From an optimization exercise on the open Yosys and OpenROAD flow, aimed at small area, a short achievable clock period and few clock cycles; shortcuts taken in it are not production practice. Function not checked in this run: the RTL went through the layout flow alone. Power is estimated from default activity; no workload was simulated.

===== run.sh =====
#!/bin/bash
# synth_recipe.tcl (not shown) runs the flow's synth.tcl, then flattens the netlist and writes it again
# the make line also repeats each setting of config.mk as NAME=value (left out here)
make -C /OpenROAD-flow-scripts/flow DESIGN_CONFIG=/design/flow/config.mk WORK_HOME=/design/flow/orfs CLKGATE_MAP_FILE= SYNTH_SCRIPT=/design/flow/synth_recipe.tcl finish

===== config.mk =====
export PLATFORM = sky130hd
export DESIGN_NAME = laser_stripe_center_extract
export DESIGN_NICKNAME = laser_stripe_center_extract
export VERILOG_FILES = /design/flow/design.v
export SDC_FILE = /design/flow/constraint.sdc
export NUM_CORES = 4
export LEC_CHECK = 0
export CAP_MARGIN = 20
export CORE_MARGIN = 2
export CORE_UTILIZATION = 40
export SETUP_SLACK_MARGIN = 4.5
export SLEW_MARGIN = 20

===== constraint.sdc =====
create_clock -name core_clock -period 8.0 [get_ports {clk}]
set_input_delay 1.6000 -clock core_clock [delete_from_list [all_inputs] [get_ports {clk}]]
set_output_delay 1.6000 -clock core_clock [all_outputs]
set_load 0.01 [all_outputs]

===== design.v =====
package lsce_pkg;
  localparam int MAX_COLUMNS = 4096;
  localparam int MAX_ROWS    = 4096;
  localparam int COL_W       = 12;
  localparam int CNT_W       = 13;
  localparam int ROW_W       = 12;
  localparam int GRAD_W      = 9;
  localparam int CENTRE_W    = 20;
  localparam logic [1:0] REG_GRAD_THRESHOLD = 2'd0;
  localparam logic [1:0] REG_WIDTH_MIN      = 2'd1;
  localparam logic [1:0] REG_WIDTH_MAX      = 2'd2;
endpackage
module lsce_front (
  input  logic        clk,
  input  logic        rst_n,
  input  logic        in_push,
  output logic        in_full,
  input  logic [7:0]  in_pixel,
  input  logic        in_row_end,
  input  logic        in_frame_end,
  input  logic [8:0]  thr,
  input  logic signed [12:0] wmin,
  input  logic signed [12:0] wmax,
  input  logic        job_ready,
  input  logic        job_ready_nxt,
  output logic        job_valid,
  output logic [8:0]  job_x,
  output logic [8:0]  job_uq,
  output logic [9:0]  job_a,
  output logic [9:0]  job_b,
  output logic [12:0] job_s1,
  output logic        job_found,
  output logic        job_last
);
  logic       in_full_r;
  logic       v_r, re_r, fe_r;
  logic signed [8:0] g_r;
  logic [7:0] ip0_r, ip1_r;    
  logic [1:0] pos_r;           
  logic [12:0] col_r;
  logic signed [8:0] prev_r, pk1_r, tr1_r;
  logic [8:0]  x_r, yq_r, uq_r, w_r;
  logic        ppend_r, tpend_r;
  logic [11:0] pkc_r, trc_r;
  logic        fin1_r, fin2_r, fin_n1_r, fin_last_r;
  logic        pass_a_r, pass_lo_r, pass_hi_r;
  logic accept, hold, go, take, first, in_room;
  logic signed [9:0] dp, dt, dg;
  logic cap_p, cap_t;
  logic [12:0] col_n;
  logic fin1_n, fin2_n, v_n, re_n;
  assign in_full = in_full_r;
  assign accept  = in_push && !in_full_r;
  assign in_room = !col_r[12];
  assign hold    = v_r && (fin1_r || (fin2_r && !job_ready)) && (re_r || col_r != '0);
  assign go      = v_r && !hold;
  assign take    = go && in_room && col_r != '0;
  assign first   = col_r == 13'd1;
  assign dp      = 10'(g_r) - 10'(pk1_r);
  assign dt      = 10'(g_r) - 10'(tr1_r);
  assign dg      = 10'(g_r) - 10'(prev_r);
  assign cap_p   = first || !dp[9];
  assign cap_t   = first || dt[9];
  always_comb begin
    col_n = col_r;
    if (go) begin
      if (re_r) col_n = '0;
      else if (in_room) col_n = col_r + 13'd1;
    end
    fin1_n = go && re_r;
    fin2_n = fin1_r || (fin2_r && !job_ready);
    v_n   = hold ? 1'b1 : accept;
    re_n  = hold ? re_r : in_row_end;
  end
  always_ff @(posedge clk) begin
    if (!rst_n) begin
      in_full_r <= 1'b0;
      v_r <= 1'b0;
      pos_r <= '0;
      col_r <= '0;
      fin1_r <= 1'b0;
      fin2_r <= 1'b0;
    end else begin
      in_full_r <= v_n && (fin1_n || (fin2_n && !job_ready_nxt)) && (re_n || col_n != '0);
      v_r <= v_n;
      if (accept) pos_r <= in_row_end ? 2'd0 : (pos_r == 2'd0 ? 2'd1 : 2'd2);
      col_r <= col_n;
      fin1_r <= fin1_n;
      fin2_r <= fin2_n;
    end
  end
  always_ff @(posedge clk) begin
    if (!hold) begin
      g_r <= pos_r[1] ? $signed({1'b0, in_pixel}) - $signed({1'b0, ip1_r}) : 9'sd0;
      re_r <= in_row_end;
      fe_r <= in_frame_end;
    end
    if (accept) begin
      ip1_r <= ip0_r;
      ip0_r <= in_pixel;
    end
    if (go && re_r) begin
      fin_n1_r <= col_r == '0;
      fin_last_r <= fe_r;
    end
    if (fin1_r) begin
      pass_a_r <= pass_a;
      pass_lo_r <= !wlo[13];
      pass_hi_r <= !whi[13];
    end
    if (take) begin
      prev_r <= g_r;
      ppend_r <= cap_p;
      tpend_r <= cap_t;
      if (ppend_r) yq_r <= ~dp[8:0];
      if (tpend_r) w_r <= dt[8:0];
      if (cap_p) begin
        pk1_r <= g_r;
        x_r <= first ? 9'd0 : dg[8:0];
        pkc_r <= col_r[11:0];
      end
      if (cap_t) begin
        tr1_r <= g_r;
        uq_r <= ~dg[8:0];
        trc_r <= col_r[11:0];
      end
    end
  end
  logic pass_a;
  logic signed [10:0] thr_s;
  logic signed [13:0] wlo, whi;
  logic signed [10:0] tlo, thi;
  always_comb begin
    thr_s = $signed({2'b00, thr});
    wlo = $signed({2'b00, trc_r}) - $signed({2'b00, pkc_r}) - 14'(wmin);    
    whi = 14'(wmax) - $signed({2'b00, trc_r}) + $signed({2'b00, pkc_r});    
    tlo = 11'(pk1_r) - thr_s;                                               
    thi = 11'sd0 - 11'(tr1_r) - thr_s;                                      
    pass_a = !fin_n1_r && (pk1_r > 9'sd0) && (tr1_r <= 9'sd0)
             && !tlo[10] && !thi[10] && (pkc_r != 12'd1) && (trc_r != 12'd1);
  end
  assign job_valid = fin2_r;
  assign job_x     = x_r;
  assign job_uq    = uq_r;
  assign job_a     = {1'b0, x_r} + {1'b0, ppend_r ? pk1_r : yq_r} + {9'd0, !ppend_r};
  assign job_b     = {1'b0, uq_r} + {1'b0, tpend_r ? ~tr1_r : w_r} + {8'd0, tpend_r, !tpend_r};
  assign job_s1    = {1'b0, pkc_r} + {1'b0, trc_r} - 13'd3;
  assign job_found = pass_a_r && pass_lo_r && pass_hi_r;
  assign job_last  = fin_last_r;
endmodule
module lsce_mul (
  input  logic        clk,
  input  logic        rst_n,
  input  logic        load,
  input  logic [8:0]  ld_x,
  input  logic [8:0]  ld_uq,
  input  logic [9:0]  ld_a,
  input  logic [9:0]  ld_b,
  input  logic [12:0] ld_s1,
  input  logic        ld_found,
  input  logic        ld_last,
  input  logic        take,
  output logic        valid,
  output logic        done,
  output logic        valid_nxt,
  output logic [19:0] d,
  output logic [19:0] e,
  output logic [12:0] s1,
  output logic        found,
  output logic        last
);
  logic        valid_r, done_r, prep_r;
  logic [2:0]  cnt_r;
  logic [8:0]  x_r;
  logic [9:0]  a_r;
  logic signed [10:0] accd_r;
  logic signed [11:0] acce_r;
  logic [11:0] bq_r, uq_r;    
  logic [2:0]  db_r;          
  logic        nu_r;          
  logic signed [12:0] pe_r;   
  function automatic logic [2:0] booth(input logic b1, input logic b0, input logic bm);
    booth[0] = b0 ^ bm;
    booth[1] = (b1 & ~b0 & ~bm) | (~b1 & b0 & bm);
    booth[2] = b1 & ~(b0 & bm);
  endfunction
  logic [2:0] dbn, dun;
  logic [11:0] ma, mx, mxa;
  logic signed [12:0] sum_d, pe_n;
  logic signed [13:0] sum_e;
  always_comb begin
    dbn = prep_r ? booth(bq_r[1], bq_r[0], 1'b0) : booth(bq_r[3], bq_r[2], bq_r[1]);
    dun = prep_r ? booth(uq_r[1], uq_r[0], 1'b0) : booth(uq_r[3], uq_r[2], uq_r[1]);
    mx  = dbn[0] ? {3'b0, x_r} : dbn[1] ? {2'b0, x_r, 1'b0} : 12'd0;
    mxa = dun[0] ? {2'b0, a_r} : dun[1] ? {1'b0, a_r, 1'b0} : 12'd0;
    pe_n = (dbn[2] ? ~{1'b0, mx} : {1'b0, mx}) + (dun[2] ? ~{1'b0, mxa} : {1'b0, mxa})
           + 13'(dbn[2]);
    ma  = db_r[0] ? {2'b0, a_r} : db_r[1] ? {1'b0, a_r, 1'b0} : 12'd0;
    sum_d = 13'(accd_r) + (db_r[2] ? ~{1'b0, ma} : {1'b0, ma}) + 13'(db_r[2]);
    sum_e = 14'(acce_r) + 14'(pe_r) + 14'(nu_r);
  end
  assign valid = valid_r;
  assign done  = done_r;
  assign valid_nxt = load || (valid_r && !take);
  assign d = {accd_r[7:0], bq_r};
  assign e = {acce_r[7:0], uq_r};
  always_ff @(posedge clk) begin
    if (!rst_n) begin
      valid_r <= 1'b0;
      done_r <= 1'b0;
    end else if (load) begin
      valid_r <= 1'b1;
      done_r <= !ld_found;
    end else if (take) begin
      valid_r <= 1'b0;
      done_r <= 1'b0;
    end else if (valid_r && !done_r && !prep_r && cnt_r == 3'd5) begin
      done_r <= 1'b1;
    end
  end
  always_ff @(posedge clk) begin
    db_r <= dbn;
    nu_r <= dun[2];
    pe_r <= pe_n;
    if (load) begin
      x_r <= ld_x;
      a_r <= ld_a;
      accd_r <= '0;
      acce_r <= 12'(ld_a);
      bq_r <= {2'b0, ld_b};
      uq_r <= {3'b0, ld_uq};
      s1 <= ld_s1;
      found <= ld_found;
      last <= ld_last;
      cnt_r <= '0;
      prep_r <= 1'b1;
    end else if (valid_r && !done_r) begin
      prep_r <= 1'b0;
      if (!prep_r) begin
        accd_r <= sum_d[12:2];
        acce_r <= sum_e[13:2];
        bq_r <= {sum_d[1:0], bq_r[11:2]};
        uq_r <= {sum_e[1:0], uq_r[11:2]};
        cnt_r <= cnt_r + 3'd1;
      end
    end
  end
endmodule
module lsce_back (
  input  logic        clk,
  input  logic        rst_n,
  input  logic        job_done,
  input  logic [19:0] job_d,
  input  logic [19:0] job_e,
  input  logic [12:0] job_s1,
  input  logic        job_found,
  input  logic        job_last,
  output logic        take,
  output logic        out_empty,
  input  logic        out_pop,
  output logic        out_found,
  output logic [19:0] out_centre_q8,
  output logic        out_last
);
  logic        valid_r, done_r;
  logic [3:0]  cnt_r;
  logic [19:0] r_r;
  logic        sb_r;
  logic [19:0] d_r;
  logic [7:0]  q_r;
  logic [12:0] s1_r;
  logic        pop;
  logic [20:0] t, diff;
  logic        qb;
  logic [19:0] c0, c1;
  assign pop  = out_pop && done_r;
  assign take = job_done && (!valid_r || pop);
  assign out_empty = !done_r;
  assign out_centre_q8 = r_r;
  assign t = {r_r, sb_r};
  assign diff = t - {1'b0, d_r};
  assign qb = !diff[20];
  assign c0 = {s1_r, q_r[6:0]} + {12'd0, q_r[7], 7'd0};
  assign c1 = c0 + 20'd1;
  always_ff @(posedge clk) begin
    if (!rst_n) begin
      valid_r <= 1'b0;
      done_r <= 1'b0;
    end else if (take) begin
      valid_r <= 1'b1;
      done_r <= !job_found;
    end else if (pop) begin
      valid_r <= 1'b0;
      done_r <= 1'b0;
    end else if (valid_r && !done_r && cnt_r == 4'd8) begin
      done_r <= 1'b1;
    end
  end
  always_ff @(posedge clk) begin
    if (take) begin
      d_r <= job_d;
      s1_r <= job_s1;
      out_found <= job_found;
      out_last <= job_last;
      r_r <= job_found ? {1'b0, job_e[19:1]} : 20'd0;
      sb_r <= job_e[0];
      cnt_r <= '0;
    end else if (valid_r && !done_r) begin
      cnt_r <= cnt_r + 4'd1;
      sb_r <= 1'b0;
      if (cnt_r == 4'd8) begin
        r_r <= qb ? c1 : c0;
      end else begin
        r_r <= qb ? diff[19:0] : t[19:0];
        q_r <= {q_r[6:0], qb};
      end
    end
  end
endmodule
module laser_stripe_center_extract (
  input  logic                clk,
  input  logic                rst_n,
  input  logic                in_push,
  output logic                in_full,
  input  logic [7:0]          in_pixel,
  input  logic                in_row_end,
  input  logic                in_frame_end,
  output logic                out_empty,
  input  logic                out_pop,
  output logic [lsce_pkg::ROW_W-1:0]    out_row_number,
  output logic                out_found,
  output logic [lsce_pkg::CENTRE_W-1:0] out_centre_q8,
  output logic                out_last,
  input  logic                cfg_valid,
  output logic                cfg_ready,
  input  logic [1:0]          cfg_index,
  input  logic [12:0]         cfg_data
);
  logic [8:0]         thr_r;
  logic signed [12:0] wmin_r, wmax_r;
  logic [11:0]        row_r;
  logic        job_valid, job_found, job_last;
  logic [8:0]  job_x, job_uq;
  logic [9:0]  job_a, job_b;
  logic [12:0] job_s1;
  logic        mul_valid, mul_done, mul_valid_nxt, mul_found, mul_last, mul_take;
  logic [19:0] mul_d, mul_e;
  logic [12:0] mul_s1;
  assign cfg_ready = 1'b1;
  always_ff @(posedge clk) begin
    if (!rst_n) begin
      thr_r <= 9'd35;
      wmin_r <= 13'sd1;
      wmax_r <= 13'sd20;
    end else if (cfg_valid) begin
      case (cfg_index)
        lsce_pkg::REG_GRAD_THRESHOLD: thr_r <= cfg_data[8:0];
        lsce_pkg::REG_WIDTH_MIN:      wmin_r <= $signed(cfg_data);
        lsce_pkg::REG_WIDTH_MAX:      wmax_r <= $signed(cfg_data);
        default: begin
        end
      endcase
    end
  end
  always_ff @(posedge clk) begin
    if (!rst_n) begin
      row_r <= '0;
    end else if (out_pop && !out_empty) begin
      if (out_last) row_r <= '0;
      else if (row_r != 12'hfff) row_r <= row_r + 12'd1;
    end
  end
  assign out_row_number = row_r;
  lsce_front u_front (
    .clk          (clk),
    .rst_n        (rst_n),
    .in_push      (in_push),
    .in_full      (in_full),
    .in_pixel     (in_pixel),
    .in_row_end   (in_row_end),
    .in_frame_end (in_frame_end),
    .thr          (thr_r),
    .wmin         (wmin_r),
    .wmax         (wmax_r),
    .job_ready    (!mul_valid),
    .job_ready_nxt(!mul_valid_nxt),
    .job_valid    (job_valid),
    .job_x        (job_x),
    .job_uq        (job_uq),
    .job_a        (job_a),
    .job_b        (job_b),
    .job_s1       (job_s1),
    .job_found    (job_found),
    .job_last     (job_last)
  );
  lsce_mul u_mul (
    .clk       (clk),
    .rst_n     (rst_n),
    .load      (job_valid && !mul_valid),
    .ld_x      (job_x),
    .ld_uq     (job_uq),
    .ld_a      (job_a),
    .ld_b      (job_b),
    .ld_s1     (job_s1),
    .ld_found  (job_found),
    .ld_last   (job_last),
    .take      (mul_take),
    .valid     (mul_valid),
    .done      (mul_done),
    .valid_nxt (mul_valid_nxt),
    .d         (mul_d),
    .e         (mul_e),
    .s1        (mul_s1),
    .found     (mul_found),
    .last      (mul_last)
  );
  lsce_back u_back (
    .clk           (clk),
    .rst_n         (rst_n),
    .job_done      (mul_done),
    .job_d         (mul_d),
    .job_e         (mul_e),
    .job_s1        (mul_s1),
    .job_found     (mul_found),
    .job_last      (mul_last),
    .take          (mul_take),
    .out_empty     (out_empty),
    .out_pop       (out_pop),
    .out_found     (out_found),
    .out_centre_q8 (out_centre_q8),
    .out_last      (out_last)
  );
endmodule

==> summary.txt <==
| Result | Value |
| --- | --- |
| Status | no timing/DRC/antenna violations |
| Async set-reset flop share out of synthesis | 0 |
| Transition time at the pin with the least slew margin | 0.9873 ns |
| First-pass iteration count of the detailed router | 5 |
| Number of flip-flops and latches in the synthesized netlist | 361 |
| Unrepaired setup endpoints after global routing | true |
| Headroom to the max-slew limit | 0.3402 |
| Reg2reg start | u_front.trc_r[0]$_DFFE_PP_ |
| Number of antenna-violating nets in the routed design | 0 |
| Crit-path slowest cell | fa_1 |
| Clock transition at the register clock pins on the worst setup and hold paths after CTS | 0.06 ns |
| CTS HTree Levels | 2 |
| Share of layout cells above drive strength 1 | 0.08275 |
| First DRT Iteration DRCs | 935 |
| Portion of the clock cycle consumed by the worst path in the final layout | 0.4353 |
| Cell class contributing the biggest share of worst-path delay | compound AO/OA/AOI/OAI gates |
| Pins Over Slew Limit | 0 |
| Pin count of the biggest net entering global routing | 57 |
| X dimension of the die | 236.0 um |
| Top-level port count | 67 |
| Clock power share | 0.323 |
| Fraction of power spent switching nets | 0.2958 |
| Sort of element at the end of the critical path | flop |
| Final count of negative-setup-slack endpoints | 0 |
| Sequential cell area fraction in the yosys report | 0.4504 |
| Critical path buffer and inverter count | 1 |
| Clock root cell | clkbuf_16 |
| Post-Route Skew | 0.01750 ns |
| Largest incremental delay on the critical path | 0.43 ns |
| Number of CTS-inserted buffers | 40 |
| Final min period | 3.482 ns |
| Post-Syn Area per Cell | 9.923 sq um |
| Wire length of the first global-routing pass | 80120 um |
| Maximum operating frequency | 0.2872 GHz |
| Ranking of synthesized cells by instance count | edfxtp_1, inv_1, nand2_1 |
| Count of standard-cell rows | 85 |
| Hold Path Stages | 0 |
| Portion of synthesized cell area occupied by the leading cell type | 0.3445 |
| Static leakage power | 0.01004 uW |
| Crit Path Class | reg -> reg |
| Type of origin of the critical path | flop |
| Hold Path Origin | u_mul.s1[5]$_DFFE_PP_ |
| Top fanout value on the critical path | 3 |
| Number of warning messages in the yosys log | 4 |
| Effective utilization at floorplan | 0.4025 |
| Total global routing track utilization | 0.1807 |
| Hold EP | u_back.s1_r[5]$_DFFE_PP_ |
| GRT overflow | 0 |
| Arrival time reported for the critical path endpoint | 3.77 ns |
| Total of buffers placed on input and output ports | 65 |
| Cell chain of the critical path | inv_1 > ha_1 > fa_1 > o21bai_1 > a21o_1 > a21oi_1 > o21bai_1 > a21oi_1 > o21bai_1 > xnor2_1 > ha_1 > a211o_1 > a21oi_1 > o21ai_0 > o2111ai_1 > a21oi_1 |
| Final hold violation count | 0 |
| Clock tree buffer depth | 3 |
| Clock tree from TritonCTS | built |
| Worst reg2reg endpoint | u_front.pass_lo_r$_DFFE_PP_ |
| Most area-consuming cells after synthesis | edfxtp_1, ha_1, dfxtp_1, xnor2_1, inv_1 |
| FF-to-FF setup slack | 4.52 ns |
| Area growth from synthesis to layout | 15.36% |
| Clock latency of the later-clocked register in the worst-skew pair | 0.56 ns |
| Top cell type by total area after synthesis | edfxtp_1 |
| Gate count of the mapped netlist | 2170 |
| Sequential cell area in the final layout | 9701 sq um |
| Wirelength per Cell | 17.08 um |
| Fill cells | 4926 |
| Core region area | 53500 sq um |
| Die area | 55710 sq um |
| Cell count after placement | 2881 |
| Sequential cell fraction of total power | 0.417 |
| Sw Pwr | 1618 uW |
| Number of global-route vias before repair | 15040 |
| Nets@finish | 2522 |
| Detail Placement HPWL | 38210 um |
| Sinks on Clock Net | 361 |
| Number of distinct library cell variants in the gate-level netlist after synthesis | 76 |
| Most common cell in the netlist | edfxtp_1 |
| # DRC | 0 |
| Diodes inserted | 0 |
| Via count | 15600 |
| Floorplan die height | 236.0 um |
| Initial antenna violation count | 0 |
| Summed negative setup slack over all endpoints | 0 ns |
| Proportion of power drawn by combinational gates | 0.260 |
| Required time at the worst-slack endpoint | 8.29 ns |
| Footprint of the multi-input gates | 11050 sq um |
| Power per standard cell area | 220.2 nW/um^2 |
| Syn Nets | 2425 |
| Routability Congestion | 0.8676 |
| Fin cells | 2992 |
| Number of enable-type register cells in the synthesized netlist | 247 |
| Number of buffers inserted by hold repair at cts | 0 |
| Min-Delay Path Class | reg -> reg |
| Minimum hold slack | 0.4145 ns |
| Number of vias per cell after detailed routing | 5.213 |
| Highest ir drop seen on vdd | 0.1689 mV |
| Top FF cell, synth | edfxtp_1 |
| Summed instance area of the synthesized netlist | 21530 sq um |
| Reg2Reg Depth | 16 |
| Internal power of the cells | 3851 uW |
| Drt total wl | 51100 um |
| Count of maximum capacitance violations | 0 |
| Most repeated library cell on the critical path | a21oi_1 |
-- logic make-up after synthesis --
logic type	share of synthesized area
and+or+nand+nor	0.1371
AOI/OAI and AO/OA	0.1266
DFF	0.4504
buffers and inverters	0.05282
adders and majority gates	0.1408
xor gates and xnor gates	0.07484
muxes	0.01720
other	0.0001742
-- power by group through the flow --
stage	registers, uW	logic [uW]	clock network [uW]
2_1_floorplan	2270	1070	0
3_3_place_gp	2320	1270	0
3_5_place_dp	2320	1310	0
4_1_cts	2280	1360	1800
5_1_grt	2300	1590	1870
6_report	2280	1420	1760
-- what timing repair did --
action,4_1_cts,5_1_grt
cloned,3,0
pin swaps,4,15
setup endpoints to repair,115,95
buffers inserted,17,20
resized for setup,31,40
-- state kept, by name, summed over array words and instances, names as in the netlist, 11 cells and up --
signal         count
u_back.d_r        20
u_back.r_r        20
u_back.s1_r       13
u_front.col_r     13
u_mul.pe_r        13
u_mul.s1          13
wmax_r            13
wmin_r            13
row_r             12
u_front.pkc_r     12
u_front.trc_r     12
u_mul.acce_r      12
u_mul.bq_r        12
u_mul.uq_r        12
u_mul.accd_r      11
-- cell type report --
class / instances / share of cell area
sequential: 361 / 0.3905
tap: 696 / 0.03506
timing repair buffer: 112 / 0.04322
multi-input combinational: 1513 / 0.4448
clock buffer: 50 / 0.04307
clock inverter: 21 / 0.006548
inverter: 239 / 0.03677
-- worst reg2reg max path, cell delays in order (launching register included) --
cell and delay (ns):
edfxtp_1 0.37, inv_1 0.09, ha_1 0.26, fa_1 0.43
o21bai_1 0.15, a21o_1 0.17, a21oi_1 0.07, o21bai_1 0.20
a21oi_1 0.11, o21bai_1 0.24, xnor2_1 0.13, ha_1 0.21
a211o_1 0.30, a21oi_1 0.11, o21ai_0 0.11, o2111ai_1 0.12
a21oi_1 0.15
-- layer usage --
layer  up-vias  track usage  share of wire  wire, um
li1       7801            -              -         -
met1      7382       0.2466           0.47     24070
met2       344       0.2966           0.46     23440
met3        71      0.02458          0.045      2281
met4         0      0.05868          0.026      1304
met5         -            0              0         0
-- through the flow --
stage,total power (uW),cell area (sq um),util,setup WS (ns)
final,5469,24840,0.4643,4.518
after global routing,5757,24840,0.4643,4.305
after CTS,5444,24530,0.4586,4.495
after detailed placement,3630,22970,0.4293,3.657
after global placement,3588,22970,0.4293,3.757
after floorplan,3334,21590,-,4.528
-- worst max-delay path by stage --
stage	start	endpoint	slack, ns	depth (start not counted)
2_1_floorplan	u_mul.uq_r[1]$_DFFE_PP_	u_mul.pe_r[12]$_DFF_P_	4.53	16
3_3_place_gp	out_pop	u_back.r_r[16]$_DFFE_PP_	3.76	7
3_5_place_dp	out_pop	u_back.r_r[18]$_DFFE_PP_	3.66	7
4_1_cts	u_front.tpend_r$_DFFE_PP_	u_mul.bq_r[9]$_DFFE_PP_	4.50	13
5_1_grt	u_front.trc_r[0]$_DFFE_PP_	u_front.pass_lo_r$_DFFE_PP_	4.31	16
6_report	u_front.trc_r[0]$_DFFE_PP_	u_front.pass_lo_r$_DFFE_PP_	4.52	16
-- placed cells by master, fill, tap and decap left out, types with 55 or more instances in the layout --
master           instances
clkdlybuf4s50_1         65
nand3_1                 55
edfxtp_1               247
ha_1                   198
a21oi_1                155
dfxtp_1                113
xor2_1                  60
nand2_1                210
xnor2_1                120
nor2_1                 146
inv_1                  230
o21ai_0                 90

==> port drivers added, routing unchanged <==
Ports are ideal in the flow. The routed layout listed here was re-timed in OpenROAD. Step 1, drivers: a clkbuf_16 drives clk and a buf_2 each remaining input, both assumed. Step 2 moves the port delays by t, midway between the first and last clock arrival at a register: inputs arrive t later, outputs are due t later. That takes back most of the time a late clock gives input paths. a / b / c = no drivers / after step 1 / after step 2; a / b = the first two.
t (ns): 0.609
slack for setup (ns): 4.518 / 4.518 / 4.086
worst setup path after step 2: input to register
After both steps this run still meets setup and hold. The setup slack of this run moves by 0.000 ns with the drivers and by -0.432 ns with both steps.
